This design comes from an exercise in tuning for a short achievable clock period and few clock cycles on the open sky130 flow, not from production work. At most, simulation tests tie the RTL to the original design; equivalence was not proved. Function not checked in runs 1 and 2: the RTL went through the layout flow alone. Power is estimated from default activity; no workload was simulated.

$ cat design/flow/flow/run.sh
#!/bin/bash
# Standard layout, with one extra step after placement (flow/move.tcl).
# Each tool's output goes to a log file of its own in this folder.
set -euo pipefail
export RDIR=$PWD/orfs/results/$FLOW_PLATFORM/dmac_top/base
bash standard.sh synth > log_1_synth.txt 2>&1
bash standard.sh floorplan > log_2_floorplan.txt 2>&1
bash standard.sh place > log_3_place.txt 2>&1
openroad -no_init -exit flow/move.tcl > log_3_move.txt 2>&1
bash standard.sh finish > log_4_finish.txt 2>&1
$ cat design/flow/flow/move.tcl
# After global and detailed placement: put each flip-flop that drives an
# output port's buffer right next to that buffer, then legalize again.
source [file join [file dirname [info script]] move_procs.tcl]
set R $::env(RDIR)
read_db $R/3_place.odb
move_out_flops
detailed_placement
check_placement
write_db $R/3_place.odb
$ cat design/flow/flow/move_procs.tcl
# Move each flip-flop that drives an output buffer next to that buffer, then legalize.
proc move_out_flops {} {
  set block [ord::get_db_block]
  set n 0
  foreach bt [$block getBTerms] {
    if {[$bt getIoType] != "OUTPUT"} { continue }
    set net [$bt getNet]
    if {$net == "NULL"} { continue }
    # driver of the port net: the output buffer
    set buf ""
    foreach it [$net getITerms] {
      if {[$it isOutputSignal]} { set buf [$it getInst] }
    }
    if {$buf == ""} { continue }
    # the buffer's input net and its driver
    foreach it [$buf getITerms] {
      if {[$it isInputSignal]} { set in_net [$it getNet] }
    }
    if {$in_net == "NULL"} { continue }
    set drv ""
    foreach it [$in_net getITerms] {
      if {[$it isOutputSignal]} { set drv [$it getInst] }
    }
    if {$drv == ""} { continue }
    set m [[$drv getMaster] getName]
    if {![string match "*__df*" $m] && ![string match "*__edf*" $m]} { continue }
    set loc [$buf getLocation]
    $drv setLocation [lindex $loc 0] [lindex $loc 1]
    incr n
  }
  puts "moved $n flip-flops next to their output buffers"
}
$ cat design/flow/standard.sh
#!/bin/bash
# synth_recipe.tcl (not shown) runs the flow's synth.tcl, then flattens the netlist and writes it again
# the make line also repeats each setting of config.mk as NAME=value (left out here)
make -C /OpenROAD-flow-scripts/flow DESIGN_CONFIG=/design/flow/config.mk WORK_HOME=/design/flow/orfs CLKGATE_MAP_FILE= SYNTH_SCRIPT=/design/flow/synth_recipe.tcl "${@:-finish}"
$ cat design/flow/config.mk
export PLATFORM = sky130hd
export DESIGN_NAME = dmac_top
export DESIGN_NICKNAME = dmac_top
export VERILOG_FILES = /design/flow/design.v
export SDC_FILE = /design/flow/constraint.sdc
export NUM_CORES = 4
export LEC_CHECK = 0
export ABC_CLOCK_PERIOD_IN_PS = 1500
export CAP_MARGIN = 20
export CORE_MARGIN = 2
export CORE_UTILIZATION = 40
export SETUP_SLACK_MARGIN = 4.5
export SLEW_MARGIN = 20
$ cat design/flow/constraint.sdc
create_clock -name core_clock -period 6.0 [get_ports {HCLK}]
set_input_delay 1.2000 -clock core_clock [delete_from_list [all_inputs] [get_ports {HCLK}]]
set_output_delay 1.2000 -clock core_clock [all_outputs]
set_load 0.01 [all_outputs]
$ cat design/flow/design.v
package dmac_pkg;
   typedef logic [31:0] word_t;
   typedef logic [11:0] reg_offset_t;
   typedef logic [11:0] xfer_size_t;    
   typedef logic [2:0]  burst_code_t;
   typedef logic [4:0]  beat_cnt_t;     
   typedef enum logic [1:0] {
      TRANS_IDLE   = 2'b00,
      TRANS_BUSY   = 2'b01,
      TRANS_NONSEQ = 2'b10,
      TRANS_SEQ    = 2'b11
   } htrans_t;
   typedef enum logic [2:0] {
      BURST_SINGLE = 3'b000,
      BURST_INCR   = 3'b001,
      BURST_INCR4  = 3'b011,
      BURST_INCR8  = 3'b101,
      BURST_INCR16 = 3'b111
   } hburst_t;
   typedef enum logic [2:0] {
      MS_IDLE, MS_REQ, MS_RADDR, MS_RDATA, MS_WADDR, MS_WDATA
   } master_state_t;
endpackage
`timescale 1ns/1ps
module dmac_top (
   input  logic       HCLK,
   input  logic       HRESETn,
   input  logic       hsel,
   input  logic       hready,
   input  logic       hwrite,
   input  logic [1:0]    htrans,
   input  logic [31:0]      haddr,
   input  logic [31:0]      hwdata,
   output logic [31:0]      s_hrdata,
   output logic [1:0] s_hresp,
   output logic       hreadyout,
   input  logic [31:0]      hrdata,
   input  logic       hgrant,
   output logic       hbusreq,
   output logic [1:0]    m_htrans,
   output logic [31:0]      m_haddr,
   output logic       m_hwrite,
   output logic [2:0]    m_hburst,
   output logic [31:0]      m_hwdata,
   output logic       dmacintr
);
   logic rd_cfg_q, rd_src_q, rd_dst_q, rd_ctrl_q, rd_chcfg_q;
   logic wr_cfg_q, wr_src_q, wr_dst_q, wr_ctrl_q, wr_chcfg_q;
   logic bad_q;          
   logic hresp_q;
   logic hready_q;
   logic [31:0] hrdata_q;
   logic        glb_en;
   logic [31:0] src_base;
   logic [31:0] dst_base;
   logic [11:0] xfer_size;
   logic [2:0]  burst_code;
   logic        ch_en;
   logic        int_mask;
   logic        int_pend;
   logic        nz_q;       
   logic        run_q;      
   logic        intr_q;     
   logic        sel;
   logic        a_cfg, a_src, a_dst, a_ctrl, a_chcfg, a_mapped;
   logic        rs_cfg, rs_src, rs_dst, rs_ctrl, rs_chcfg;
   logic        ws_cfg, ws_src, ws_dst, ws_ctrl, ws_chcfg;
   logic        bad_sel;
   logic        glb_r;
   logic [31:0] src_r;
   logic [31:0] dst_r;
   logic [11:0] size_r;
   logic [2:0]  bc_r;
   logic        ch_en_r, int_mask_r, int_pend_r;
   logic        nz_r;
   logic [31:0] rdata_r;
   logic        wbeat;      
   logic        fin;        
   assign sel      = hsel && htrans[1] && !bad_q;
   assign a_cfg    = (haddr[11:0] == 12'h030);
   assign a_src    = (haddr[11:0] == 12'h100);
   assign a_dst    = (haddr[11:0] == 12'h104);
   assign a_ctrl   = (haddr[11:0] == 12'h10C);
   assign a_chcfg  = (haddr[11:0] == 12'h110);
   assign a_mapped = a_cfg || a_src || a_dst || a_ctrl || a_chcfg;
   logic        a_sd, rs_sd;
   assign a_sd     = (haddr[11:3] == 9'b0001_0000_0) && (haddr[1:0] == 2'b00);
   assign rs_sd    = sel && !hwrite && a_sd;
   assign rs_cfg   = sel && !hwrite && a_cfg;
   assign rs_src   = sel && !hwrite && a_src;
   assign rs_dst   = sel && !hwrite && a_dst;
   assign rs_ctrl  = sel && !hwrite && a_ctrl;
   assign rs_chcfg = sel && !hwrite && a_chcfg;
   assign ws_cfg   = sel && hwrite && a_cfg;
   assign ws_src   = sel && hwrite && a_src;
   assign ws_dst   = sel && hwrite && a_dst;
   assign ws_ctrl  = sel && hwrite && a_ctrl;
   assign ws_chcfg = sel && hwrite && a_chcfg;
   assign bad_sel  = sel && hwrite && !a_mapped;
   always_comb begin
      glb_r = wr_cfg_q ? hwdata[0] : glb_en;
      src_r = wr_src_q ? hwdata : src_base;
      dst_r = wr_dst_q ? hwdata : dst_base;
      if (wr_ctrl_q) begin
         size_r = hwdata[11:0];
         bc_r   = hwdata[14:12];
         nz_r   = (hwdata[11:2] != '0);
      end else begin
         size_r = wbeat ? xfer_size - 12'(4) : xfer_size;
         bc_r   = burst_code;
         nz_r   = wbeat ? (xfer_size[11:2] != 10'd1) : nz_q;
      end
      if (wr_chcfg_q) begin
         ch_en_r    = hwdata[0];
         int_mask_r = hwdata[1];
         int_pend_r = hwdata[2];
      end else begin
         ch_en_r    = ch_en && !fin;
         int_mask_r = int_mask;
         int_pend_r = int_pend || fin;
      end
      rdata_r = ({32{rs_sd}}    & (haddr[2] ? dst_r : src_r)) |
                ({32{rs_cfg}}   & {31'd0, glb_r}) |
                ({32{rs_ctrl}}  & {17'd0, bc_r, size_r}) |
                ({32{rs_chcfg}} & {29'd0, int_pend_r, int_mask_r, ch_en_r});
   end
   always_ff @(posedge HCLK or negedge HRESETn) begin
      if (!HRESETn) begin
         {rd_cfg_q, rd_src_q, rd_dst_q, rd_ctrl_q, rd_chcfg_q} <= '0;
         {wr_cfg_q, wr_src_q, wr_dst_q, wr_ctrl_q, wr_chcfg_q} <= '0;
         bad_q      <= 1'b0;
         hresp_q    <= 1'b0;
         hready_q   <= 1'b1;
         glb_en     <= 1'b0;
         src_base   <= '0;
         dst_base   <= '0;
         xfer_size  <= '0;
         burst_code <= '0;
         ch_en      <= 1'b0;
         int_mask   <= 1'b0;
         int_pend   <= 1'b0;
         nz_q       <= 1'b0;
         run_q      <= 1'b0;
         intr_q     <= 1'b0;
      end else if (hready) begin
         {rd_cfg_q, rd_src_q, rd_dst_q, rd_ctrl_q, rd_chcfg_q} <=
            {rs_cfg, rs_src, rs_dst, rs_ctrl, rs_chcfg};
         {wr_cfg_q, wr_src_q, wr_dst_q, wr_ctrl_q, wr_chcfg_q} <=
            {ws_cfg, ws_src, ws_dst, ws_ctrl, ws_chcfg};
         bad_q      <= bad_sel;
         hresp_q    <= bad_sel || bad_q;      
         hready_q   <= !bad_sel;
         glb_en     <= glb_r;
         src_base   <= src_r;
         dst_base   <= dst_r;
         xfer_size  <= size_r;
         burst_code <= bc_r;
         ch_en      <= ch_en_r;
         int_mask   <= int_mask_r;
         int_pend   <= int_pend_r;
         nz_q       <= nz_r;
         run_q      <= glb_r && ch_en_r;
         intr_q     <= int_pend_r && int_mask_r;
      end else begin
         {rd_cfg_q, rd_src_q, rd_dst_q, rd_ctrl_q, rd_chcfg_q} <=
            {rd_cfg_q, rd_src_q, rd_dst_q, rd_ctrl_q, rd_chcfg_q} & {5{!bad_q}};
         {wr_cfg_q, wr_src_q, wr_dst_q, wr_ctrl_q, wr_chcfg_q} <=
            {wr_cfg_q, wr_src_q, wr_dst_q, wr_ctrl_q, wr_chcfg_q} & {5{!bad_q}};
         bad_q      <= 1'b0;
         hresp_q    <= bad_q;
         hready_q   <= 1'b1;
      end
   end
   logic [31:0] rdata_s;
   assign rdata_s = ({32{rd_cfg_q}}   & {31'd0, glb_en}) |
                    ({32{rd_src_q}}   & src_base) |
                    ({32{rd_dst_q}}   & dst_base) |
                    ({32{rd_ctrl_q}}  & {17'd0, burst_code, xfer_size}) |
                    ({32{rd_chcfg_q}} & {29'd0, int_pend, int_mask, ch_en});
   always_ff @(posedge HCLK or negedge HRESETn)
      if (!HRESETn)
         hrdata_q <= '0;
      else
         hrdata_q <= hready ? rdata_r : rdata_s;
   assign s_hrdata  = hrdata_q;
   assign s_hresp   = {1'b0, hresp_q};
   assign hreadyout = hready_q;
   assign dmacintr  = intr_q;
   logic        busy_q;       
   logic        hbr_q;        
   logic        wgnt_q;       
   logic [1:0]  trans_q;
   logic [31:2] addr_q;
   logic        write_q;
   logic        pwr_q;        
   logic [2:0]  burst_q;
   logic [4:0]  cnt_q;        
   logic        last_q;       
   logic        c2_q;         
   logic [4:0]  len_q;        
   logic        l1_q;         
   logic        l2_q;         
   logic [31:2] rs_q;         
   logic [31:2] ws_q;         
   logic [9:0]  rem_q;        
   logic [4:0]  nlen_q;
   logic [2:0]  ncode_q;
   logic        nl1_q;
   logic        nl2_q;
   logic [9:0]  nrem_q;       
   logic        more_q;       
   logic        dp_q;         
   logic        dpw_q;        
   logic        dpl_q;        
   logic [31:0] rq_q;         
   logic        rv_q;         
   logic [3:0]  fill_q;       
   logic [3:0]  drain_q;      
   logic [31:0] mem [16];
   logic [31:0] wd_q;
   logic [31:2] addr_o;       
   logic        write_o;
   logic        go;
   logic        zgo;
   logic        gnt;
   logic        bend;         
   logic [4:0]  plen;
   logic [2:0]  pcode;
   logic        ftail;
   logic [4:0]  flen;
   logic [2:0]  fcode;
   logic [31:2] addr_inc;
   logic [31:2] addr_acc;
   logic [1:0]  trans_acc;
   logic [1:0]  trans_r;
   logic        write_r;
   logic [31:0] wsrc;
   always_comb begin
      case (burst_code)
         3'd0:    begin plen = 5'd1;  pcode = 3'b000; end    
         3'd1:    begin plen = 5'd4;  pcode = 3'b011; end    
         3'd2:    begin plen = 5'd8;  pcode = 3'b101; end    
         default: begin plen = 5'd16; pcode = 3'b111; end    
      endcase
   end
   assign ftail = (rem_q < {5'd0, plen});
   logic [9:0] rem_sub;       
   always_comb begin
      case (burst_code)
         3'd0:    rem_sub = rem_q - 10'd1;
         3'd1:    rem_sub = {rem_q[9:2] - 8'd1, rem_q[1:0]};
         3'd2:    rem_sub = {rem_q[9:3] - 7'd1, rem_q[2:0]};
         default: rem_sub = {rem_q[9:4] - 6'd1, rem_q[3:0]};
      endcase
   end
   assign flen  = ftail ? rem_q[4:0] : plen;
   assign fcode = ftail ? 3'b001 : pcode;              
   assign go       = !busy_q && run_q && nz_q;
   assign zgo      = !busy_q && run_q && !nz_q;         
   assign gnt      = wgnt_q && hgrant;
   assign bend     = trans_q[1] && write_q && last_q;
   assign addr_inc = addr_q + 30'd1;
   assign addr_acc = !last_q ? addr_inc : write_q ? rs_q : ws_q;
   always_comb begin
      if (!last_q)
         trans_acc = 2'b11;
      else if (!write_q || more_q)
         trans_acc = 2'b10;
      else
         trans_acc = 2'b00;
      if (gnt)
         trans_r = 2'b10;
      else if (trans_q[1])
         trans_r = trans_acc;
      else
         trans_r = trans_q;
      write_r = write_q ^ (trans_q[1] && last_q);
   end
   assign wbeat = dp_q && dpw_q;
   assign fin   = dpl_q || zgo;
   always_ff @(posedge HCLK or negedge HRESETn) begin
      if (!HRESETn) begin
         busy_q  <= 1'b0;
         hbr_q   <= 1'b0;
         wgnt_q  <= 1'b0;
         trans_q <= 2'b00;
         addr_q  <= '0;
         write_q <= 1'b0;
         pwr_q   <= 1'b0;
         cnt_q   <= '0;
         last_q  <= 1'b0;
         c2_q    <= 1'b0;
         len_q   <= '0;
         l1_q    <= 1'b0;
         l2_q    <= 1'b0;
         rs_q    <= '0;
         ws_q    <= '0;
         rem_q   <= '0;
         nlen_q  <= '0;
         ncode_q <= 3'b000;
         nl1_q   <= 1'b0;
         nl2_q   <= 1'b0;
         nrem_q  <= '0;
         more_q  <= 1'b0;
         dp_q    <= 1'b0;
         dpw_q   <= 1'b0;
         dpl_q   <= 1'b0;
      end else begin
         nlen_q  <= flen;
         ncode_q <= fcode;
         nl1_q   <= (flen == 5'd1);
         nl2_q   <= (flen == 5'd2);
         nrem_q  <= ftail ? '0 : rem_sub;
         more_q  <= (rem_q != '0);
         if (go)
            ws_q <= dst_base[31:2];
         else if (trans_q[1] && write_q)
            ws_q <= addr_inc;
         if (trans_q[1] && !write_q)
            rs_q <= addr_inc;
         if (!busy_q)
            rem_q <= xfer_size[11:2];
         else if (hready && (gnt || bend))
            rem_q <= nrem_q;
         if (!busy_q)
            addr_q <= src_base[31:2];
         else if (hready && trans_q[1])
            addr_q <= addr_acc;
         if (go) begin
            busy_q <= 1'b1;
            hbr_q  <= 1'b1;
            wgnt_q <= 1'b1;
         end else if (hready) begin
            busy_q  <= busy_q && !dpl_q;
            hbr_q   <= (busy_q && !dpl_q) || (glb_r && ch_en_r && nz_q);
            wgnt_q  <= wgnt_q && !hgrant;
            trans_q <= trans_r;
            write_q <= write_r;
            pwr_q   <= trans_r[1] && write_r;
            if (gnt || bend) begin
               len_q  <= nlen_q;
               l1_q   <= nl1_q;
               l2_q   <= nl2_q;
               cnt_q  <= nlen_q;
               last_q <= nl1_q;
               c2_q   <= nl2_q;
            end else if (trans_q[1]) begin
               if (last_q) begin
                  cnt_q  <= len_q;
                  last_q <= l1_q;
                  c2_q   <= l2_q;
               end else begin
                  cnt_q  <= cnt_q - 5'd1;
                  last_q <= c2_q;
                  c2_q   <= (cnt_q == 5'd3);
               end
            end
            dp_q  <= trans_q[1];
            dpw_q <= trans_q[1] && write_q;
            dpl_q <= bend && !more_q;
         end else begin
            hbr_q <= busy_q || (run_q && nz_q);
         end
      end
   end
   always_ff @(posedge HCLK or negedge HRESETn) begin
      if (!HRESETn) begin
         rv_q    <= 1'b0;
         fill_q  <= '0;
         drain_q <= '0;
      end else begin
         rv_q <= hready && dp_q && !dpw_q;
         if (go) begin
            fill_q  <= '0;
            drain_q <= '0;
         end else begin
            if (rv_q)
               fill_q <= fill_q + 4'd1;
            if (hready && pwr_q)
               drain_q <= drain_q + 4'd1;
         end
      end
   end
   always_ff @(posedge HCLK) begin
      rq_q <= hrdata;
      if (rv_q)
         mem[fill_q] <= rq_q;
   end
   assign wsrc = l1_q ? hrdata :
                 (rv_q && fill_q == drain_q) ? rq_q : mem[drain_q];
   always_ff @(posedge HCLK or negedge HRESETn) begin
      if (!HRESETn) begin
         addr_o  <= '0;
         write_o <= 1'b0;
         burst_q <= 3'b000;
         wd_q    <= '0;
      end else begin
         addr_o  <= (hready && trans_q[1]) ? addr_acc : addr_q;
         write_o <= hready ? write_r : write_q;
         if (hready && (gnt || bend))
            burst_q <= ncode_q;
         if (hready && pwr_q)
            wd_q <= wsrc;
      end
   end
   assign hbusreq  = hbr_q;
   assign m_htrans = trans_q;
   assign m_haddr  = {addr_o, 2'b00};
   assign m_hwrite = write_o;
   assign m_hburst = burst_q;
   assign m_hwdata = wd_q;
endmodule
==> qor.yml, run 1 <==
setup_path:
  worstPathMaxFanout: 1
  worstSetupPathDepth: 1
  worst_r2r_endpoint: "hrdata_q[4]"
  cpPeakStageDelay_ps: 720
  timing.critical_path.from_type: "flop"
  length_in_cells_of_the_worst_reg_to_reg_path: 7
  worst-path-buf-inv: 1
  critPathCaptureType: "primary output"
  path_delay_family: "flip-flops"
  timing.rr.start: "bad_q"
  critPathArrivalTime_ps: 1550
  register_to_register_setup_slack_ps: 3730
  worstSetupStartpoint: "hready_q"
  cp_cell_sequence: "buf_6"
  worst_ep_required_time_ps: 4800
  timing_worst_setup_path_type: "reg -> out"
  critical_path.slowest_cell: "dfstp_4"
global_route:
  largest_net_degree_at_the_start_of_global_routing: 106
  grt_antenna_before_repair: 7
  first_global_vias: 29510
  globalRouteOverflowTotal: 0
  grt_pass1_wl_mm: 203.4
  grt_util_all_layers_pct: 28.25
run:
  drv.max_cap_violation_count: 0
die:
  die_x_um: 313.1
  i_o_pin_count: 211
  die-area_sq_mm: 0.09805
  placementRows: 113
  die_h_um: 313.1
  starting_density_pct: 40.29
  placeableCoreArea_sq_mm: 0.09487
detailed_routing:
  drt_first_pass_iters: 6
  final_antenna_net_count: 0
  num_vias: 29790
  via_per_inst: 6.169
  drcViolationCount: 0
  routed_length_per_instance_um: 30.50
  postRouteWirelength_mm: 147.3
  count_of_routing_violations_after_the_opening_detailed_route_iteration: 3551
final_layout:
  layout.cells.most_common: "edfxtp_1"
  final_core_util_pct: 60.28
  drive_above_1_share_pct: 46.41
  final_cell_mix: "edfxtp_1 (512), dfrtp_1 (289), buf_4 (246)"
  area_growth_syn_to_layout_pct: 49.61
  fin_cells: 4829
  num-nets-final: 3604
sta:
  timing.clock.skew_ps: 28.04
  rsz0062_at_grt: "yes"
  finalSetupViolCount: 0
  slew_viol_final: 0
  final-hold-violation-count: 0
  max_slew.worst_pin.slew_ps: 800.9
  final_critical_path_setup_slack_ps: 3249
  timing.fmax_ghz: 0.3635
  setup-tns-final_ps: 0
  min_period_over_period_pct: 45.85
  max-slew-margin-rel_pct: 46.61
  layout_min_cycle_time_ps: 2751
clocking:
  clk_sinks: 895
  cts.path.max_buffers: 3
  clk_pin_slew_ps: 60
  cts_tree: "built"
  cts-htree-levels: 3
  cts_buffers: 96
  clock-root-buffer: "clkbuf_16"
  clock_insertion_delay_at_the_later_pin_of_the_skew_report_ps: 700
synth:
  fraction_of_the_yosys_area_taken_by_sequential_cells_pct: 64.88
  synth-main-ff-cell: "edfxtp_1"
  synth.avg_cell_area_sq_um: 13.86
  postSynthCellCount: 2757
  post-synth-top-area-cell: "edfxtp_1"
  netlist_area_sq_mm: 0.03823
  post_synth_num_cell_types: 82
  number_of_enable_flip_flop_cells_after_synthesis: 512
  yosys_warnings: 1
  synth_top_cells_by_area: "edfxtp_1 (40%), dfrtp_1 (23%), mux2i_1 (5.1%), mux2_2 (4.2%), mux4_2 (3.8%)"
  synth.ff_latch_count: 895
  yosysTopAreaCellShare_pct: 40.22
  synth-async-reset-ratio_pct: 39.22
power:
  p_leak_uw: 0.02216
  vdd_drop_max_mv: 0.2724
  p_per_area_mw_per_mm2: 411.0
  power.total_uw: 23510
status:
  run_status: "complete, no violations"
place:
  io_buffers: 186
  placed_cells_incl_taps: 4052
  place_congestion: 0.8900
  hpwlAfterDp_mm: 59.62
  placement.setup.worst_slack_ps: 2071
hold_path:
  hold_path_class: "in -> async"
## state kept, by name, indices dropped and copies added (netlist names), 12 cells and up
register   count
mem          512
dst_base      32
hrdata_q      32
rq_q          32
src_base      32
wd_q          32
addr_o        30
addr_q        30
rs_q          30
ws_q          30
xfer_size     12
## power by group
group | switching (uW) | internal, uW
combinational | 4930 | 4500
sequential | 692 | 7290
clock | 2530 | 3550
## final cells by class
cell class              instances  area, sq um
fillers                      6679        37680
flip-flops and latches        895        24900
multi-input cells            1629        16920
repair buffers                812        10310
clock buffers                 128         2582
well taps                    1265         1583
clock inverters                49        619.3
inverters                      47        240.2
repair inverters                2        25.02
diodes                          2        5.005
## stage by stage
| step | hold WS [ps] | area, sq um |
|---|---|---|
| final | 465.6 | 57190 |
| after CTS | 481.3 | 54380 |
| after floorplan | 432.1 | 39360 |
| after detailed placement | 464.3 | 42050 |
| after global placement | 456.0 | 42050 |
| after global routing | 487.7 | 57180 |
## routing by layer
layer | part of all wire [%] | vias to the layer above | GRT usage, % | wire [um]
li1 | - | 12190 | - | -
met1 | 37 | 15100 | 35.76 | 54560
met2 | 47 | 1912 | 45.51 | 68570
met3 | 9.5 | 590 | 6.193 | 14010
met4 | 6.9 | 4 | 15.02 | 10130
met5 | 0.018 | - | 0 | 27
## worst max-delay path by stage
stage | slack [ps] | to
2_1_floorplan | 3330 | hrdata_q[4]
3_3_place_gp | 2070 | hrdata_q[6]
3_5_place_dp | 2070 | hrdata_q[6]
4_1_cts | 3200 | hreadyout
5_1_grt | 3180 | hreadyout
6_report | 3250 | hreadyout
## synthesized netlist by cell type, types with 28 or more instances
library cell and count:
a22oi_1 50, edfxtp_1 512, nor2_1 147, mux2i_1 196
xnor2_1 33, dfrtp_1 350, mux4_2 64, mux2_2 143
dfxtp_1 32, o221ai_1 28, a221oi_1 67, o21ai_0 168
clkbuf_1 145, a21oi_1 89, nand2_1 158, nand3_1 32
buf_2 35, nor3_1 33, inv_1 45, a31oi_1 58
## cells by family after synthesis
family                     synth area share [%]
DFF                                       64.88
AOI/OAI and AO/OA                         10.72
and+or+nand+nor                           6.874
muxes                                     13.12
buffers and inverters                     2.632
xor gates and xnor gates                  1.214
adders and majority gates                0.5564
other                                  0.009810
## repair_timing
action / in CTS / in global routing
endpoints found under the setup margin: 1216 / 1020
hold buffers: 0 / 0
resized for setup: 1472 / 347
setup buffers: 381 / 112
cloned: 93 / 12
pin swaps: 173 / 147
==> run 2, diff against run 1 <==
--- a/design/flow/design.v
+++ b/design/flow/design.v
@@ -50,3 +50,2 @@
    logic hresp_q;
-   logic hready_q;
    logic [31:0] hrdata_q;
@@ -132,3 +131,2 @@
          hresp_q    <= 1'b0;
-         hready_q   <= 1'b1;
          glb_en     <= 1'b0;
@@ -151,3 +149,2 @@
          hresp_q    <= bad_sel || bad_q;      
-         hready_q   <= !bad_sel;
          glb_en     <= glb_r;
@@ -170,3 +167,2 @@
          hresp_q    <= bad_q;
-         hready_q   <= 1'b1;
       end
@@ -179,10 +175,7 @@
                     ({32{rd_chcfg_q}} & {29'd0, int_pend, int_mask, ch_en});
-   always_ff @(posedge HCLK or negedge HRESETn)
-      if (!HRESETn)
-         hrdata_q <= '0;
-      else
-         hrdata_q <= hready ? rdata_r : rdata_s;
+   always_ff @(posedge HCLK)
+      hrdata_q <= hready ? rdata_r : rdata_s;
    assign s_hrdata  = hrdata_q;
    assign s_hresp   = {1'b0, hresp_q};
-   assign hreadyout = hready_q;
+   assign hreadyout = !bad_q;
    assign dmacintr  = intr_q;
@@ -220,2 +213,5 @@
    logic [31:0] wd_q;
+   logic [31:0] wd_i;
+   logic [31:0] wd_n;
+   logic [2:0]  bcur;
    logic [31:2] addr_o;       
@@ -390,16 +386,14 @@
                  (rv_q && fill_q == drain_q) ? rq_q : mem[drain_q];
-   always_ff @(posedge HCLK or negedge HRESETn) begin
-      if (!HRESETn) begin
-         addr_o  <= '0;
-         write_o <= 1'b0;
-         burst_q <= 3'b000;
-         wd_q    <= '0;
-      end else begin
-         addr_o  <= (hready && trans_q[1]) ? addr_acc : addr_q;
-         write_o <= hready ? write_r : write_q;
-         if (hready && (gnt || bend))
-            burst_q <= ncode_q;
-         if (hready && pwr_q)
-            wd_q <= wsrc;
-      end
+   assign wd_n = (hready && pwr_q) ? wsrc : wd_i;
+   assign bcur = (len_q == plen) ? pcode : 3'b001;
+   always_ff @(posedge HCLK or negedge HRESETn)
+      if (!HRESETn)
+         wd_i <= '0;
+      else
+         wd_i <= wd_n;
+   always_ff @(posedge HCLK) begin
+      addr_o  <= (hready && trans_q[1]) ? addr_acc : addr_q;
+      write_o <= hready ? write_r : write_q;
+      burst_q <= (hready && (gnt || bend)) ? ncode_q : bcur;
+      wd_q    <= wd_n;
    end
==> design/flow/flow/move_procs.tcl (replaced) <==
# Flip-flops that drive an output port's buffer, directly or through one
# inverter or buffer, are put next to that buffer (then legalized).
proc out_driver {inst} {
  # the instance that drives inst's (single) input pin, or ""
  foreach it [$inst getITerms] {
    if {[$it isInputSignal]} {
      set net [$it getNet]
      if {$net == "NULL"} { return "" }
      foreach d [$net getITerms] {
        if {[$d isOutputSignal]} { return [$d getInst] }
      }
    }
  }
  return ""
}

proc is_flop {inst} {
  return [string match "*__*df*" [[$inst getMaster] getName]]
}

proc is_inv_or_buf {inst} {
  set m [[$inst getMaster] getName]
  return [expr {[string match "*__inv_*" $m] || [string match "*__buf_*" $m] || [string match "*__clkbuf_*" $m]}]
}

proc move_out_flops {} {
  set block [ord::get_db_block]
  set n 0
  foreach bt [$block getBTerms] {
    if {[$bt getIoType] != "OUTPUT"} { continue }
    set net [$bt getNet]
    if {$net == "NULL"} { continue }
    set buf ""
    foreach it [$net getITerms] {
      if {[$it isOutputSignal]} { set buf [$it getInst] }
    }
    if {$buf == ""} { continue }
    set drv [out_driver $buf]
    if {$drv == ""} { continue }
    set loc [$buf getLocation]
    if {[is_flop $drv]} {
      $drv setLocation [lindex $loc 0] [lindex $loc 1]
      incr n
    } elseif {[is_inv_or_buf $drv]} {
      set ff [out_driver $drv]
      if {$ff != "" && [is_flop $ff]} {
        $drv setLocation [lindex $loc 0] [lindex $loc 1]
        $ff setLocation [lindex $loc 0] [lindex $loc 1]
        incr n
      }
    }
  }
  puts "moved $n flip-flops next to their output buffers"
}
--- a/design/flow/config.mk
+++ b/design/flow/config.mk
@@ -7,3 +7,2 @@
 export LEC_CHECK = 0
-export ABC_CLOCK_PERIOD_IN_PS = 1500
 export CAP_MARGIN = 20
@@ -11,3 +10,3 @@
 export CORE_UTILIZATION = 40
-export SETUP_SLACK_MARGIN = 4.5
+export SETUP_SLACK_MARGIN = 3.8
 export SLEW_MARGIN = 20
==> run 2 against run 1 <==
Compared with the run above:
- largest cell class unchanged
- final area is 17% lower
- critical path type unchanged
- count of clock-buffer cells in the layout up 1
- register-to-register slack worse by 70 ps
- global-route usage fell by 6.3 points
- still clean
- clock power decreased by 2%
==> qor.yml, run 2 <==
status:
  run_status: "complete, no violations"
synth:
  synth-main-ff-cell: "edfxtp_1"
  synth.avg_cell_area_sq_um: 13.77  # -0.67%
  postSynthCellCount: 2806  # +1.8%
  post-synth-top-count-cell: "edfxtp_1"
  synth.ff_latch_count: 926  # +3.5%
  post_synth_most_frequent_cells: "edfxtp_1 (512), dfrtp_1 (284), mux2i_1 (183)"
  fraction_of_the_yosys_area_taken_by_sequential_cells_pct: 64.91  # about the same
  post-synth-top-area-cell: "edfxtp_1"
  synth-async-reset-ratio_pct: 30.67  # -8.5 points
  netlist_area_sq_mm: 0.03865  # +1.1%
  number_of_enable_flip_flop_cells_after_synthesis: 512  # unchanged
  synth_top_cells_by_area: "edfxtp_1 (40%), dfrtp_1 (18%), dfxtp_1 (6.7%), mux2i_1 (4.7%), mux2_2 (4.3%)"
  post_synth_num_cell_types: 82  # unchanged
  yosysTopAreaCellShare_pct: 39.78  # -0.44 points
  yosys_warnings: 1  # unchanged
power:
  switching_share_pct: 22.19  # -13 points
  p_leak_uw: 0.01706  # -23%
  vdd_drop_max_mv: 0.2491  # -8.6%
  power.total_uw: 13440  # -43%
  comb_power_share_pct: 4.0  # -36 points
  net-switching-power_uw: 2982  # -63%
  p_int_uw: 10460  # -32%
  pwr-share-seq_pct: 51.4  # +17 points
  p_per_area_mw_per_mm2: 281.8  # -31%
  clock_power_share_pct: 44.6  # +19 points
sta:
  holdWs_ps: 476.2  # +10.61 ps
  max-slew-margin-rel_pct: 46.97  # +0.36 points
  min_period_over_period_pct: 42.25  # -3.6 points
  slew_viol_final: 0  # unchanged
  max_slew.worst_pin.slew_ps: 795.5  # -5.416 ps
  setup-tns-final_ps: 0  # unchanged
  timing.clock.skew_ps: 29.73  # +1.689 ps
  timing.fmax_ghz: 0.3945  # +8.5%
  layout_min_cycle_time_ps: 2535  # -215.9 ps
  rsz0062_at_grt: "yes"
  finalSetupViolCount: 0  # unchanged
  final-hold-violation-count: 0  # unchanged
detailed_routing:
  drcViolationCount: 0  # unchanged
  via_per_inst: 5.841  # -5.3%
  count_of_routing_violations_after_the_opening_detailed_route_iteration: 2637  # -26%
  num_vias: 25710  # -14%
  routed_length_per_instance_um: 25.28  # -17%
  postRouteWirelength_mm: 111.3  # -24%
  final_antenna_net_count: 0  # unchanged
  drt_first_pass_iters: 6  # unchanged
setup_path:
  timing_worst_setup_path_type: "reg -> out"
  cpPeakStageDelay_ps: 400  # -320 ps
  endpoint: "m_htrans[1]"
  timing.critical_path.from_type: "flop"
  length_in_cells_of_the_worst_reg_to_reg_path: 9  # +2
  worstPathMaxFanout: 2  # +1
  worstSetupStartpoint: "trans_q[1]"
  cp_cell_sequence: "buf_12, buf_8"
  register_to_register_setup_slack_ps: 3660  # -70 ps
  critPathArrivalTime_ps: 1340  # -210 ps
  critical_path.slowest_cell: "dfrtp_1"
  worst_ep_required_time_ps: 4800  # about the same
  timing.rr.start: "bad_q"
  critPathCaptureType: "primary output"
  worst_r2r_endpoint: "hrdata_q[4]"
global_route:
  globalRouteOverflowTotal: 0  # unchanged
  grt_pass1_wl_mm: 164.8  # -19%
  largest_net_degree_at_the_start_of_global_routing: 110  # +3.8%
  grt_util_all_layers_pct: 21.98  # -6.3 points
  first_global_vias: 26240  # -11%
  grt_antenna_before_repair: 6  # -1
die:
  i_o_pin_count: 211  # unchanged
  starting_density_pct: 40.14  # -0.15 points
  placementRows: 114  # +0.88%
  die_x_um: 314.8  # +0.54%
  die-area_sq_mm: 0.09912  # +1.1%
  die_h_um: 314.8  # +0.54%
  placeableCoreArea_sq_mm: 0.09628  # +1.5%
clocking:
  cts_tree: "built"
  clk_sinks: 926  # +3.5%
  clock_insertion_delay_at_the_later_pin_of_the_skew_report_ps: 680  # -20 ps
  cts_buffers: 99  # +3.1%
  clock-root-buffer: "clkbuf_16"
  clk_pin_slew_ps: 60  # about the same
  cts.path.max_buffers: 3  # unchanged
  holdBufCountCts: 0  # unchanged
  cts-htree-levels: 3  # unchanged
place:
  hpwlAfterDp_mm: 60.45  # +1.4%
  io_buffers: 186  # unchanged
  place_congestion: 0.8787  # -1.3%
final_layout:
  num-nets-final: 3160  # -12%
  multi_input_area_sq_mm: 0.01417  # -16%
  layout.cells.most_common: "edfxtp_1"
  final_cell_mix: "edfxtp_1 (512), dfrtp_1 (255), mux2i_1 (181)"
  number_of_flip_flops_under_the_largest_register_name: 512  # unchanged
  fill_cells: 8146  # +22%
  final_core_util_pct: 49.52  # -11 points
  largest_register: "mem"
  drive_above_1_share_pct: 29.73  # -17 points
  area_growth_syn_to_layout_pct: 23.38
  regArea_sq_mm: 0.02523  # +1.3%
run:
  drv.max_cap_violation_count: 0  # unchanged
hold_path:
  hold_path_class: "reg -> reg"
-- run 2: changes by cell type in the layout (fill, tap and decap cells not counted), sizes merged, moves of 9 or more --
cell / previous run / this run
o221ai: 28 / 47
a31oi: 58 / 43
inv: 45 / 35
dfxtp: 32 / 130
mux2i: 196 / 183
buf: 734 / 249
clkdlybuf4s50: 52 / 66
dfrtp: 350 / 284
xor2: 20 / 29
a221oi: 67 / 56
nand3b: 24 / 44
o21bai: 1 / 29
-- run 2: stage by stage --
step                      instances  instance area (sq um)  worst slack, ps
final                          4402                  47680             3465
after global routing           4401                  47680             3421
after CTS                      4365                  46520             3424
after detailed placement       4114                  42260             2108
after global placement         4114                  42260             2171
after floorplan                2808                  39340             3126
-- run 2: power groups by stage --
stage               logic (uW)  registers (uW)  clock network (uW)
floorplan                  262            6990                   0
global placement           437            7030                   0
detailed placement         445            7040                   0
CTS                        499            6910                6130
global route               582            6920                6380
finish                     537            6910                5990
-- run 2: cells by family (layout without fill, tap and decap cells) --
kind of cell / after synthesis / count (layout) / synth area share [%]
multiplexers: 394 / 394 / 12.76
flip-flops: 926 / 926 / 64.91
XOR/XNOR: 55 / 55 / 1.246
other: 1 / 4 / 0.009704
AO/OA/AOI/OAI: 607 / 608 / 10.77
AND/OR/NAND/NOR: 569 / 576 / 7.323
buffers and inverters: 237 / 546 / 2.428
adder cells (fa/ha/maj): 17 / 17 / 0.5504
-- run 2: timing repair --
action,CTS,global route
pin swaps,36,35
setup buffers,52,33
resized for setup,698,204
setup endpoints to repair,716,327
cloned,12,3
-- run 2: critical path: cells and delay by family (launching register included) --
family | cells | cell delay (ps)
DFF | 1 | 400
buffers and inverters | 2 | 260
-- run 2: metal layers --
layer  up-vias  part of all wire (%)  track usage (%)
met4         2                   3.0            7.781
met2       991                    49            36.95
met3       215                   6.0            3.125
met5         -                 0.012                0
li1      11290                     -                -
met1     13220                    42            29.12
-- run 2: final cells by class --
cell class	count	share of cell area (%)
flip-flops and latches	926	52.90
multi-input cells	1653	29.72
repair buffers	324	7.017
clock buffers	129	5.540
well taps	1276	3.348
clock inverters	58	1.157
inverters	35	0.3096
diodes	1	0.005248
-- run 2: how the worst min path moves through the flow --
stage                           from         end  slack, ps  cells after the start
after global routing        rs_q[29]    rs_q[29]        500                      2
after floorplan           ncode_q[1]  burst_q[1]        420                      2
final                       rs_q[19]    rs_q[19]        480                      2
after detailed placement  ncode_q[2]  burst_q[2]        460                      2
after global placement    ncode_q[1]  burst_q[1]        440                      2
after CTS                   rs_q[19]    rs_q[19]        480                      2
==> run 3, diff against run 2 <==
--- a/design/flow/design.v
+++ b/design/flow/design.v
@@ -214,2 +214,3 @@
    logic [31:0] wd_i;
+   logic [1:0]  trans_o;      
    logic [31:0] wd_n;
@@ -389,6 +390,9 @@
    always_ff @(posedge HCLK or negedge HRESETn)
-      if (!HRESETn)
-         wd_i <= '0;
-      else
-         wd_i <= wd_n;
+      if (!HRESETn) begin
+         wd_i    <= '0;
+         trans_o <= 2'b00;
+      end else begin
+         wd_i    <= wd_n;
+         trans_o <= hready ? trans_r : trans_q;
+      end
    always_ff @(posedge HCLK) begin
@@ -400,3 +404,3 @@
    assign hbusreq  = hbr_q;
-   assign m_htrans = trans_q;
+   assign m_htrans = trans_o;
    assign m_haddr  = {addr_o, 2'b00};
==> run 3 against run 2 <==
Compared with the run above:
- still clean on timing, DRC and antenna
- via count is 1.4% lower
- non-clock buffer count rose by 11
- wire length decreased by 0.94%
- area after synthesis down 0.82%
- critical path depth unchanged
- worst setup slack better by 96 ps
- largest power group unchanged
- final area decreased by 1.7%
- hold slack got worse by 11 ps
- global-route usage about the same
- clock skew grew 28 ps
- clock power is 2% higher
- sequential share of layout area increased by 1.0 points
==> qor.yml, run 3 <==
clocking:
  cts_buffers: 98  # -1.0%
  holdBufCountCts: 0  # unchanged
  cts-htree-levels: 3  # unchanged
  cts_tree: "built"
  clock_insertion_delay_at_the_later_pin_of_the_skew_report_ps: 710  # +30 ps
  clock-root-buffer: "clkbuf_16"
  clk_pin_slew_ps: 60  # about the same
  cts.path.max_buffers: 3  # unchanged
  clk_sinks: 928  # +0.22%
global_route:
  largest_net_degree_at_the_start_of_global_routing: 76  # -31%
  grt_met3_usage_pct: 4.123  # +1.0 points
  grt_antenna_before_repair: 6  # unchanged
  first_global_vias: 25320  # -3.5%
  globalRouteOverflowTotal: 0  # unchanged
  globalRoute.busiestLayer: "met2"
  grt_pass1_wl_mm: 163.2  # -1.0%
  global_route.usage.met1_pct: 31.36  # +2.2 points
  grt_util_all_layers_pct: 21.96  # about the same
  global_route.usage.met2_pct: 34.29  # -2.7 points
power:
  p_leak_uw: 0.01707  # about the same
  vdd_drop_max_mv: 0.2091  # -16%
  p_per_area_mw_per_mm2: 282.7  # +0.29%
sta:
  rsz0062_at_grt: "yes"
  slew_viol_final: 0  # unchanged
  timing.fmax_ghz: 0.4100  # +3.9%
  finalSetupViolCount: 0  # unchanged
  min_period_over_period_pct: 40.65  # -1.6 points
  layout_min_cycle_time_ps: 2439  # -96.23 ps
  max-slew-margin-rel_pct: 42.82  # -4.1 points
  setup-tns-final_ps: 0  # unchanged
  max_slew.worst_pin.slew_ps: 848.7  # +53.23 ps
  final_critical_path_setup_slack_ps: 3561  # +96.23 ps
  final-hold-violation-count: 0  # unchanged
  timing.clock.skew_ps: 57.95  # +28.22 ps
  holdWs_ps: 465.3  # -10.85 ps
place:
  dpl_cell_area_sq_mm: 0.04204  # -0.54%
  hpwlAfterDp_mm: 61.52  # +1.8%
  io_buffers: 186  # unchanged
  placement.setup.worst_slack_ps: 2200  # +92.71 ps
  place_congestion: 0.9200  # +4.7%
setup_path:
  critical_path.slowest_cell: "dfrtp_2"
  worst-path-buf-inv: 2  # unchanged
  timing.critical_path.from_type: "flop"
  critPathArrivalTime_ps: 1240  # -100 ps
  cp_cell_sequence: "inv_2, buf_6"
  worst_ep_required_time_ps: 4800  # about the same
  critPathCaptureType: "primary output"
  path_delay_family: "flip-flops"
  cpPeakStageDelay_ps: 410  # about the same
  timing_worst_setup_path_type: "reg -> out"
  worstPathMaxFanout: 2  # unchanged
synth:
  netlist_area_sq_mm: 0.03833  # -0.82%
  number_of_enable_flip_flop_cells_after_synthesis: 512  # unchanged
  synth-async-reset-ratio_pct: 30.82  # +0.15 points
  post_synth_most_frequent_cells: "edfxtp_1 (512), dfrtp_1 (286), nand2_1 (166)"
  yosys_warnings: 1  # unchanged
  fraction_of_the_yosys_area_taken_by_sequential_cells_pct: 65.57  # +0.66 points
  post-synth-top-count-cell: "edfxtp_1"
  post_synth_num_cell_types: 80  # -2.4%
  yosysTopAreaCellShare_pct: 40.11  # +0.33 points
  post-synth-top-area-cell: "edfxtp_1"
  synth.avg_cell_area_sq_um: 14.33  # +4.0%
  postSynthCellCount: 2675  # -4.7%
  synth-main-ff-cell: "edfxtp_1"
  synth_top_cells_by_area: "edfxtp_1 (40%), dfrtp_1 (19%), mux4_2 (7.5%), dfxtp_1 (6.8%), mux2_2 (4.0%)"
  synth.ff_latch_count: 928  # +0.22%
final_layout:
  finish.instance_area_sq_mm: 0.04686  # -1.7%
  num-nets-final: 3045  # -3.6%
  multi_input_area_sq_mm: 0.01337  # -5.7%
  final_core_util_pct: 49.33  # -0.20 points
  largest_register: "mem"
  final_cell_mix: "edfxtp_1 (512), dfrtp_1 (254), nand2_1 (153)"
  fill_cells: 7992  # -1.9%
  drive_above_1_share_pct: 31.23  # +1.5 points
  area_growth_syn_to_layout_pct: 22.27
  regArea_sq_mm: 0.02526  # +0.15%
  number_of_flip_flops_under_the_largest_register_name: 512  # unchanged
  layout.cells.most_common: "edfxtp_1"
detailed_routing:
  via_per_inst: 5.929  # +1.5%
  count_of_routing_violations_after_the_opening_detailed_route_iteration: 2711  # +2.8%
  num_vias: 25350  # -1.4%
  drt_first_pass_iters: 7  # +1
  postRouteWirelength_mm: 110.3  # -0.94%
  final_antenna_net_count: 0  # unchanged
  routed_length_per_instance_um: 25.78  # +2.0%
  drcViolationCount: 0  # unchanged
die:
  die_h_um: 313.6  # -0.40%
  i_o_pin_count: 211  # unchanged
  die-area_sq_mm: 0.09832  # -0.81%
  placeableCoreArea_sq_mm: 0.09501  # -1.3%
  placementRows: 113  # -0.88%
  starting_density_pct: 40.34  # +0.20 points
  die_x_um: 313.6  # -0.40%
run:
  drv.max_cap_violation_count: 0  # unchanged
status:
  run_status: "complete, no violations"
hold_path:
  hold_path_class: "reg -> reg"
## run 3: cell types whose count changed in the layout (fill, tap and decap cells not counted), sizes merged, moves of 14 or more
cell    before  now
mux2i      183   58
mux4        64  128
a221oi      56    1
a22oi       54   97
o21bai      29    0
o21ai      162  139
nor2       156  141
o221ai      47   33
## run 3: worst register-to-register path, cell delays in order (launching register included)
cell and delay (ps):
dfrtp_4 540, or3_4 410, o311ai_4 230, nand2_2 120
a2111oi_4 400, buf_6 210, mux2i_1 190
## run 3: power by group
group | switching [uW] | internal (uW) | total (uW)
logic | 165 | 110 | 275
registers | 84.9 | 6760 | 6840
clock network | 2620 | 3510 | 6130
## run 3: cell type report
type	count	share of cell area (%)
Sequential cell	928	53.91
Multi-Input combinational cell	1521	28.52
Timing Repair Buffer	335	6.789
Clock buffer	129	5.834
Tap cell	1265	3.377
Clock inverter	57	1.236
Inverter	40	0.3284
Antenna cell	1	0.005340
## run 3: worst paths after layout
path	slack (ps)	cells past startpoint	to	startpoint
hold reg to reg	470	1	dpl_q	more_q
min in group asynchronous	570	1	wd_i[22]	HRESETn
hold / removal	470	1	dpl_q	more_q
max in group asynchronous	4130	2	burst_code[0]	HRESETn
setup reg to reg	3810	6	nlen_q[2]	burst_code[2]
setup / recovery	3560	2	hreadyout	bad_q
## run 3: timing repair
action	in CTS	in global routing
cloned	6	5
pin swaps	45	16
hold endpoints to repair	0	0
endpoints found under the setup margin	757	267
resized for setup	574	163
buffers inserted	81	14
## run 3: layer usage
metal	vias to the layer above	wire [um]
li1	10880	-
met1	13080	46850
met2	1193	51340
met3	196	9425
met4	0	2640
met5	-	0
## run 3: stage by stage
stage / power [uW] / instances
floorplan: 7032 / 2677
global placement: 7206 / 3983
detailed placement: 7219 / 3983
CTS: 13370 / 4256
global route: 13680 / 4275
finish: 13250 / 4276
## run 3: logic make-up after synthesis
group	synth area share (%)
DFF	65.57
muxes	13.03
adders and majority gates	0.5549
other	0.009783
xor gates and xnor gates	1.280
and+or+nand+nor	7.322
AOI/OAI and AO/OA	9.780
buffers and inverters	2.451
Testbench counts of run 3, summed over its fixed seeds: cycles 22,325.
==> run 4, diff against run 3 <==
--- a/design/flow/design.v
+++ b/design/flow/design.v
@@ -49,2 +49,3 @@
    logic bad_q;          
+   logic bad_o;          
    logic hresp_q;
@@ -130,2 +131,3 @@
          bad_q      <= 1'b0;
+         bad_o      <= 1'b0;
          hresp_q    <= 1'b0;
@@ -148,2 +150,3 @@
          bad_q      <= bad_sel;
+         bad_o      <= hsel && htrans[1] && hwrite && !a_mapped && !bad_o;
          hresp_q    <= bad_sel || bad_q;      
@@ -166,3 +169,5 @@
          bad_q      <= 1'b0;
+         bad_o      <= 1'b0;
          hresp_q    <= bad_q;
+         intr_q     <= int_pend && int_mask;
       end
@@ -179,3 +184,3 @@
    assign s_hresp   = {1'b0, hresp_q};
-   assign hreadyout = !bad_q;
+   assign hreadyout = !bad_o;
    assign dmacintr  = intr_q;
==> run 4 against run 3 <==
Compared with the run above:
- count of clock-buffer cells in the layout fell by 2
- sequential power barely moved
- core utilization rose by 0.86 points
- still clean
- area after synthesis rose by 1.3%
- maximum frequency fell by 1.5%
- register-to-register slack barely moved
- global-route usage rose by 0.27 points
- critical endpoint is now hrdata_q[9]
- first-iteration DRC count rose by 1.1%
- non-clock buffer count rose by 19
- critical path depth rose by 7
==> qor.yml, run 4 <==
setup_path:
  timing.critical_path.from_type: "input pin"
  critPathCaptureType: "flop"
  path_common_cell: "buf_6"
  timing_worst_setup_path_type: "in -> reg"
  worstPathMaxFanout: 5  # +3
  cpPeakStageDelay_ps: 380  # -30 ps
  path_delay_family: "simple AND/OR/NAND/NOR gates"
  cp_cell_sequence: "buf_6, or3_4, buf_6, nor4_4, buf_4, nand3_4, buf_6, a211o_4, a22oi_2"
  critical_path.slowest_cell: "or3_4"
  critPathArrivalTime_ps: 3040  # +1800 ps
  worst-path-buf-inv: 4  # +2
  worst_ep_required_time_ps: 6570  # +1770 ps
die:
  placementRows: 114  # +0.88%
  starting_density_pct: 40.28  # -0.060 points
  placeableCoreArea_sq_mm: 0.09642  # +1.5%
  die_x_um: 315.6  # +0.66%
  die_h_um: 315.6  # +0.66%
  i_o_pin_count: 211  # unchanged
  die-area_sq_mm: 0.09961  # +1.3%
global_route:
  grt_util_all_layers_pct: 22.23  # +0.27 points
  grt_pass1_wl_mm: 166.6  # +2.1%
  first_global_vias: 26180  # +3.4%
  largest_net_degree_at_the_start_of_global_routing: 112  # +47%
  grt_antenna_before_repair: 8  # +2
  globalRouteOverflowTotal: 0  # unchanged
final_layout:
  final_cell_mix: "edfxtp_1 (512), dfrtp_1 (265), nand2_1 (160)"
  number_of_flip_flops_under_the_largest_register_name: 512  # unchanged
  largest_register: "mem"
  fill_cells: 8231  # +3.0%
  area_growth_syn_to_layout_pct: 24.57
  layout.cells.most_common: "edfxtp_1"
  multi_input_area_sq_mm: 0.01411  # +5.6%
  final_core_util_pct: 50.18  # +0.86 points
  num-nets-final: 3166  # +4.0%
  drive_above_1_share_pct: 32.56  # +1.3 points
  regArea_sq_mm: 0.02529  # +0.11%
synth:
  yosys_warnings: 1  # unchanged
  synth.ff_latch_count: 929  # +0.11%
  netlist_area_sq_mm: 0.03884  # +1.3%
  fraction_of_the_yosys_area_taken_by_sequential_cells_pct: 64.77  # -0.80 points
  synth_compound_gate_area_share_pct: 9.941  # +0.16 points
  synth.avg_cell_area_sq_um: 14.01  # -2.2%
  post-synth-top-count-cell: "edfxtp_1"
  synth-main-ff-cell: "edfxtp_1"
  yosysTopAreaCellShare_pct: 39.58  # -0.53 points
  post_synth_most_frequent_cells: "edfxtp_1 (512), dfrtp_1 (287), nand2_1 (180)"
  dominant_combinational_cell_family_by_area_after_synthesis: "multiplexers"
  post_synth_xor_area_fraction_pct: 1.173  # -0.11 points
  synth_simple_gate_area_share_pct: 7.818  # +0.50 points
  post-synth-top-area-cell: "edfxtp_1"
  number_of_enable_flip_flop_cells_after_synthesis: 512  # unchanged
  postSynthCellCount: 2772  # +3.6%
  synth-adder-area-share_pct: 0.5476  # -0.0073 points
  post_synth_num_cell_types: 86  # +7.5%
  synth-async-reset-ratio_pct: 30.89  # +0.074 points
  synth_top_cells_by_area: "edfxtp_1 (40%), dfrtp_1 (18%), dfxtp_1 (6.7%), mux4_2 (5.9%), mux2_2 (4.7%)"
  synth.mux.area_fraction_pct: 13.29  # +0.26 points
sta:
  slew_viol_final: 0  # unchanged
  max-slew-margin-rel_pct: 32.34  # -10 points
  rsz0062_at_grt: "yes"
  final_critical_path_setup_slack_ps: 3525  # -36.33 ps
  min_period_over_period_pct: 41.25  # +0.61 points
  timing.clock.skew_ps: 34.90  # -23.04 ps
  layout_min_cycle_time_ps: 2475  # +36.33 ps
  finalSetupViolCount: 0  # unchanged
  max_slew.worst_pin.slew_ps: 1015  # +166.2 ps
  final-hold-violation-count: 0  # unchanged
  timing.fmax_ghz: 0.4040  # -1.5%
  setup-tns-final_ps: 0  # unchanged
  holdWs_ps: 474.9  # +9.602 ps
clocking:
  clk_sinks: 929  # +0.11%
  cts_tree: "built"
  cts.path.max_buffers: 3  # unchanged
  clock_insertion_delay_at_the_later_pin_of_the_skew_report_ps: 700  # about the same
  holdBufCountCts: 0  # unchanged
  cts-htree-levels: 3  # unchanged
  clk_pin_slew_ps: 50  # about the same
  clock-root-buffer: "clkbuf_16"
  cts_buffers: 100  # +2.0%
detailed_routing:
  drt_first_pass_iters: 10  # +3
  drcViolationCount: 0  # unchanged
  postRouteWirelength_mm: 113.0  # +2.5%
  via_per_inst: 5.868  # -1.0%
  final_antenna_net_count: 0  # unchanged
  num_vias: 25890  # +2.1%
  routed_length_per_instance_um: 25.62  # -0.62%
  count_of_routing_violations_after_the_opening_detailed_route_iteration: 2742  # +1.1%
power:
  p_leak_uw: 0.01795  # +5.2%
  switching_share_pct: 21.54  # -0.12 points
  p_int_uw: 10660  # +2.8%
  p_per_area_mw_per_mm2: 280.9  # -0.63%
  net-switching-power_uw: 2928  # +2.0%
  comb_power_share_pct: 2.2  # about the same
  clock_power_share_pct: 47.3  # +1.0 points
  pwr-share-seq_pct: 50.5  # -1.2 points
  vdd_drop_max_mv: 0.2575  # +23%
hold_path:
  hold_path_class: "reg -> reg"
place:
  hpwlAfterDp_mm: 61.33  # -0.31%
  place_congestion: 0.8456  # -8.1%
  io_buffers: 186  # unchanged
  placement.setup.worst_slack_ps: 2191  # -9.580 ps
status:
  run_status: "complete, no violations"
run:
  drv.max_cap_violation_count: 0  # unchanged
-- run 4: changes by cell type in the layout (fill, tap and decap cells not counted), sizes merged, moves of 24 or more --
cell,previous run,this run
o221ai,33,6
mux4,128,102
mux2i,58,105
mux2,137,161
a221oi,1,33
a22oi,97,32
and3,20,54
a211oi,22,48
nand3b,35,3
-- run 4: per-layer routing --
metal / wire [um] / part of all wire (%) / vias up / track usage (%)
met5: 43 / 0.038 / - / 0
met4: 3391 / 3.0 / 6 / 7.271
met3: 6806 / 6.0 / 201 / 3.240
met2: 56090 / 50 / 976 / 37.47
met1: 46700 / 41 / 13450 / 29.65
li1: - / - / 11250 / -
-- run 4: what timing repair did --
item	CTS	global route
buffers inserted	61	47
gates cloned	13	6
setup endpoints to repair	752	309
endpoints found under the hold margin	0	0
resized for setup	621	217
pin swaps	35	41
-- run 4: worst paths after layout --
kind                       startpoint            to  slack (ps)  depth (start not counted)
max                          haddr[9]   hrdata_q[9]        3520                          9
min                            more_q         dpl_q         470                          1
max reg2reg                drain_q[1]      wd_i[24]        3810                          6
min reg2reg                    more_q         dpl_q         470                          1
max in group asynchronous     HRESETn     fill_q[2]        4110                          2
min in group asynchronous     HRESETn  src_base[24]         610                          1
-- run 4: area by class of cell --
cell class	instances	area share (%)
flip-flops and latches	929	52.27
repair inverters	1	0.01034
well taps	1276	3.299
repair buffers	354	7.698
diodes	2	0.01034
clock inverters	63	1.539
clock buffers	127	5.653
inverters	43	0.3594
multi-input cells	1616	29.16
-- run 4: logic make-up (layout without fill, tap and decap cells) --
group,after synthesis,after routing
flip-flops,929,929
AO/OA/AOI/OAI,563,564
buffers and inverters,234,588
multiplexers,368,368
XOR/XNOR,52,52
adder cells (fa/ha/maj),17,17
other,1,5
AND/OR/NAND/NOR,608,612
-- run 4: power by group through the flow --
stage / clock network, uW / logic [uW] / registers, uW
after floorplan: 0 / 104 / 6950
after global placement: 0 / 253 / 6980
after detailed placement: 0 / 258 / 6990
after CTS: 6550 / 278 / 6860
after global routing: 6800 / 323 / 6870
final: 6430 / 297 / 6860
-- run 4: per-stage QoR --
step / total power [uW] / instance area (sq um) / std cells
2_1_floorplan: 7055 / 39480 / 2774
3_3_place_gp: 7232 / 42500 / 4092
3_5_place_dp: 7245 / 42500 / 4092
4_1_cts: 13680 / 47040 / 4356
5_1_grt: 13990 / 48390 / 4410
6_report: 13590 / 48390 / 4411
Testbench counts of run 4, summed over its fixed seeds: cycles 22,325.
==> run 5, diff against run 4 <==
--- a/design/flow/design.v
+++ b/design/flow/design.v
@@ -85,5 +85,4 @@
    assign a_mapped = a_cfg || a_src || a_dst || a_ctrl || a_chcfg;
-   logic        a_sd, rs_sd;
+   logic        a_sd;
    assign a_sd     = (haddr[11:3] == 9'b0001_0000_0) && (haddr[1:0] == 2'b00);
-   assign rs_sd    = sel && !hwrite && a_sd;
    assign rs_cfg   = sel && !hwrite && a_cfg;
@@ -121,6 +120,6 @@
       end
-      rdata_r = ({32{rs_sd}}    & (haddr[2] ? dst_r : src_r)) |
-                ({32{rs_cfg}}   & {31'd0, glb_r}) |
-                ({32{rs_ctrl}}  & {17'd0, bc_r, size_r}) |
-                ({32{rs_chcfg}} & {29'd0, int_pend_r, int_mask_r, ch_en_r});
+      rdata_r = ({32{a_sd}}    & (haddr[2] ? dst_r : src_r)) |
+                ({32{a_cfg}}   & {31'd0, glb_r}) |
+                ({32{a_ctrl}}  & {17'd0, bc_r, size_r}) |
+                ({32{a_chcfg}} & {29'd0, int_pend_r, int_mask_r, ch_en_r});
    end
==> run 5 against run 4 <==
Compared with the run above:
- still clean on timing, DRC and antenna
- clock power shrank 6.1%
- wire length is 2.2% lower
- hold slack got worse by 13 ps
- maximum frequency up 1.6%
- register-to-register slack worse by 90 ps
- area after synthesis shrank 0.80%
- count of clock-buffer cells in the layout grew 10
- combinational power decreased by 12%
- global-route usage shrank 0.40 points
- largest cell class unchanged
- largest power group unchanged
==> qor.yml, run 5 <==
status:
  run_status: "complete, no violations"
sta:
  layout_min_cycle_time_ps: 2436  # -38.82 ps
  max-slew-margin-rel_pct: 35.51  # +3.2 points
  final-hold-violation-count: 0  # unchanged
  min_period_over_period_pct: 40.61  # -0.65 points
  timing.fmax_ghz: 0.4105  # +1.6%
  rsz0062_at_grt: "yes"
  finalSetupViolCount: 0  # unchanged
  final_critical_path_setup_slack_ps: 3564  # +38.82 ps
  max_slew.worst_pin.slew_ps: 963.1  # -51.80 ps
  slew_viol_final: 0  # unchanged
  timing.clock.skew_ps: 49.18  # +14.28 ps
  setup-tns-final_ps: 0  # unchanged
detailed_routing:
  dr_wl_met2_mm: 52.92  # -5.6%
  dr.max_layer_used: "met5"
  postRouteWirelength_mm: 110.6  # -2.2%
  count_of_routing_violations_after_the_opening_detailed_route_iteration: 2622  # -4.4%
  final_antenna_net_count: 0  # unchanged
  drt_first_pass_iters: 10  # unchanged
  routed_length_per_instance_um: 25.63  # about the same
  drcViolationCount: 0  # unchanged
  num_vias: 25330  # -2.2%
  routedLengthMet1_mm: 45.70  # -2.1%
  wl_met3_mm: 8.701  # +28%
  via_per_inst: 5.871  # about the same
global_route:
  grt_pass1_wl_mm: 162.8  # -2.3%
  grt_antenna_before_repair: 9  # +1
  largest_net_degree_at_the_start_of_global_routing: 136  # +21%
  grt_util_all_layers_pct: 21.84  # -0.40 points
  first_global_vias: 25720  # -1.8%
  globalRouteOverflowTotal: 0  # unchanged
synth:
  yosysTopAreaCellShare_pct: 39.90  # +0.32 points
  synth-main-ff-cell: "edfxtp_1"
  post_synth_most_frequent_cells: "edfxtp_1 (512), dfrtp_1 (287), nand2_1 (176)"
  post_synth_num_cell_types: 80  # -7.0%
  postSynthCellCount: 2725  # -1.7%
  synth_top_cells_by_area: "edfxtp_1 (40%), dfrtp_1 (19%), mux4_2 (7.5%), dfxtp_1 (6.8%), mux2_2 (3.1%)"
  number_of_enable_flip_flop_cells_after_synthesis: 512  # unchanged
  post-synth-top-area-cell: "edfxtp_1"
  synth-async-reset-ratio_pct: 30.89  # unchanged
  fraction_of_the_yosys_area_taken_by_sequential_cells_pct: 65.30  # +0.52 points
  post-synth-top-count-cell: "edfxtp_1"
  synth.ff_latch_count: 929  # unchanged
  synth.avg_cell_area_sq_um: 14.14  # +0.91%
  yosys_warnings: 1  # unchanged
  netlist_area_sq_mm: 0.03853  # -0.80%
clocking:
  cts-htree-levels: 3  # unchanged
  clock_insertion_delay_at_the_later_pin_of_the_skew_report_ps: 700  # about the same
  clock-root-buffer: "clkbuf_16"
  clk_sinks: 929  # unchanged
  cts_tree: "built"
  clk_pin_slew_ps: 60  # about the same
  cts_buffers: 97  # -3.0%
  cts.path.max_buffers: 3  # unchanged
place:
  placed_cells_incl_taps: 4026  # -1.6%
  place_congestion: 0.8770  # +3.7%
  placement.setup.worst_slack_ps: 2141  # -49.97 ps
  hpwlAfterDp_mm: 59.70  # -2.7%
  io_buffers: 186  # unchanged
setup_path:
  critical_path.slowest_cell: "dfrtp_1"
  worst-path-buf-inv: 2  # -2
  path_delay_family: "flip-flops"
  timing.critical_path.from_type: "flop"
  cpPeakStageDelay_ps: 380  # about the same
  critPathCaptureType: "primary output"
  critPathArrivalTime_ps: 1240  # -1800 ps
  worst_ep_required_time_ps: 4800  # -1770 ps
  cp_cell_sequence: "inv_1, buf_2"
  worstPathMaxFanout: 2  # -3
  timing_worst_setup_path_type: "reg -> out"
die:
  die_h_um: 314.4  # -0.40%
  starting_density_pct: 40.43  # +0.15 points
  placementRows: 113  # -0.88%
  i_o_pin_count: 211  # unchanged
  die_x_um: 314.4  # -0.40%
  die-area_sq_mm: 0.09883  # -0.79%
  placeableCoreArea_sq_mm: 0.09529  # -1.2%
final_layout:
  largest_register: "mem"
  final_core_util_pct: 50.01  # -0.17 points
  fin_cells: 4314  # -2.2%
  area_growth_syn_to_layout_pct: 23.70
  number_of_flip_flops_under_the_largest_register_name: 512  # unchanged
  final_cell_mix: "edfxtp_1 (512), dfrtp_1 (256), nand2_1 (168)"
  num-nets-final: 3084  # -2.6%
  layout.cells.most_common: "edfxtp_1"
  drive_above_1_share_pct: 30.38  # -2.2 points
power:
  vdd_drop_max_mv: 0.2197  # -15%
  p_per_area_mw_per_mm2: 275.9  # -1.8%
  p_leak_uw: 0.01770  # -1.4%
hold_path:
  hold_path_class: "reg -> reg"
run:
  drv.max_cap_violation_count: 0  # unchanged
==> run 5: cell types whose count changed after synthesis, sizes merged, moves of 17 or more <==
cell	delta
and3	-42
nand3b	+30
mux2i	-41
mux4	+26
mux2	-53
a22o	+30
a22oi	-22
a21oi	-19
nand3	+17
inv	+30
a221oi	+34
==> run 5: what timing repair did <==
action                                  4_1_cts  5_1_grt
endpoints found under the setup margin      729      309
setup buffers                                53       31
hold buffers                                  0        0
hold endpoints to repair                      0        0
gates resized for setup                     641      179
pin swaps                                    32       30
gates cloned                                 11        8
==> run 5: path summary, 6_finish.rpt <==
check                      depth (start not counted)  startpoint            to  slack [ps]
max                                                2       bad_o     hreadyout        3560
min                                                2  ncode_q[2]    burst_q[2]         460
max reg2reg                                        6   addr_q[2]    addr_o[28]        3720
min reg2reg                                        2  ncode_q[2]    burst_q[2]         460
max in group asynchronous                          2     HRESETn        busy_q        4130
min in group asynchronous                          1     HRESETn  dst_base[25]         480
==> run 5: routing by layer <==
| metal | track usage (%) | up-vias |
|---|---|---|
| li1 | - | 10990 |
| met1 | 29.89 | 13010 |
| met2 | 35.41 | 1118 |
| met3 | 3.729 | 203 |
| met4 | 7.370 | 2 |
| met5 | 0 | - |
==> run 5: through the flow <==
step | area (sq um) | power [uW] | hold slack (ps)
after floorplan | 39150 | 7039 | 410.5
after global placement | 42120 | 7205 | 434.2
after detailed placement | 42120 | 7217 | 447.7
after CTS | 46520 | 13250 | 459.9
after global routing | 47660 | 13540 | 489.5
final | 47660 | 13150 | 461.8
==> run 5: worst reg2reg max path: stages (launching register included) <==
cell and delay [ps]:
dfrtp_2 410, ha_4 190, and2_4 180, nand4_1 330, nor4_4 410, nor3b_1 90
a2111oi_1 500
==> run 5: area by class of cell <==
| cell class | instances | area [sq um] |
|---|---|---|
| Clock buffer | 137 | 2709 |
| Clock inverter | 47 | 521.8 |
| Inverter | 73 | 277.8 |
| Multi-Input combinational cell | 1529 | 13680 |
| Fill cell | 7968 | 47630 |
| Antenna cell | 1 | 2.502 |
| Sequential cell | 929 | 25300 |
| Timing Repair Buffer | 332 | 3577 |
| Tap cell | 1265 | 1583 |
| Timing Repair inverter | 1 | 7.507 |
==> run 5: cell families (layout without fill, tap and decap cells) <==
group	count (synthesis)	count (layout)	synth area share, %
flip-flops	929	929	65.30
adder cells (fa/ha/maj)	17	17	0.5520
multiplexers	300	301	12.31
buffers and inverters	273	590	2.825
XOR/XNOR	55	55	1.250
AO/OA/AOI/OAI	555	555	10.12
AND/OR/NAND/NOR	595	598	7.641
other	1	4	0.009732
==> run 5: where the power goes <==
group          internal [uW]  switching [uW]
logic                    104             155
clock network           3450            2600
registers               6760            83.9
total                  10300            2830
Testbench counts of run 5, summed over its fixed seeds: cycles 22,325.

port drivers added, routing unchanged:
No port has a modelled driver above. Below, the same layouts with a new extraction and two added sets of constraints. Step 1 assumes that a clkbuf_16 drives the clock port and a buf_2 every other input. Step 2, shift: input delay + t, output delay - t, t = (earliest + latest rising clock arrival at the registers) / 2. This alone moves slack from input paths to output paths. Three values: no drivers, after step 1, after step 2; two values: the first two.
run | t (ns) | setup slack, ns | worst setup path after step 2 | clock arrival spread, ns
run 1 | 0.764 | 3.249 / 3.171 / 2.931 | input to register | 0.035 / 0.035
run 2 | 0.736 | 3.465 / 3.400 / 2.913 | input to register | 0.034 / 0.034
run 3 | 0.759 | 3.561 / 3.484 / 3.084 | input to register | 0.062 / 0.062
run 4 | 0.744 | 3.525 / 3.473 / 2.813 | input to register | 0.035 / 0.035
run 5 | 0.750 | 3.564 / 3.492 / 3.025 | input to register | 0.054 / 0.055
After both steps every run listed still meets setup and hold. The setup slack of run 4, which loses most, moves by -0.052 ns with the drivers and by -0.712 ns with both steps.
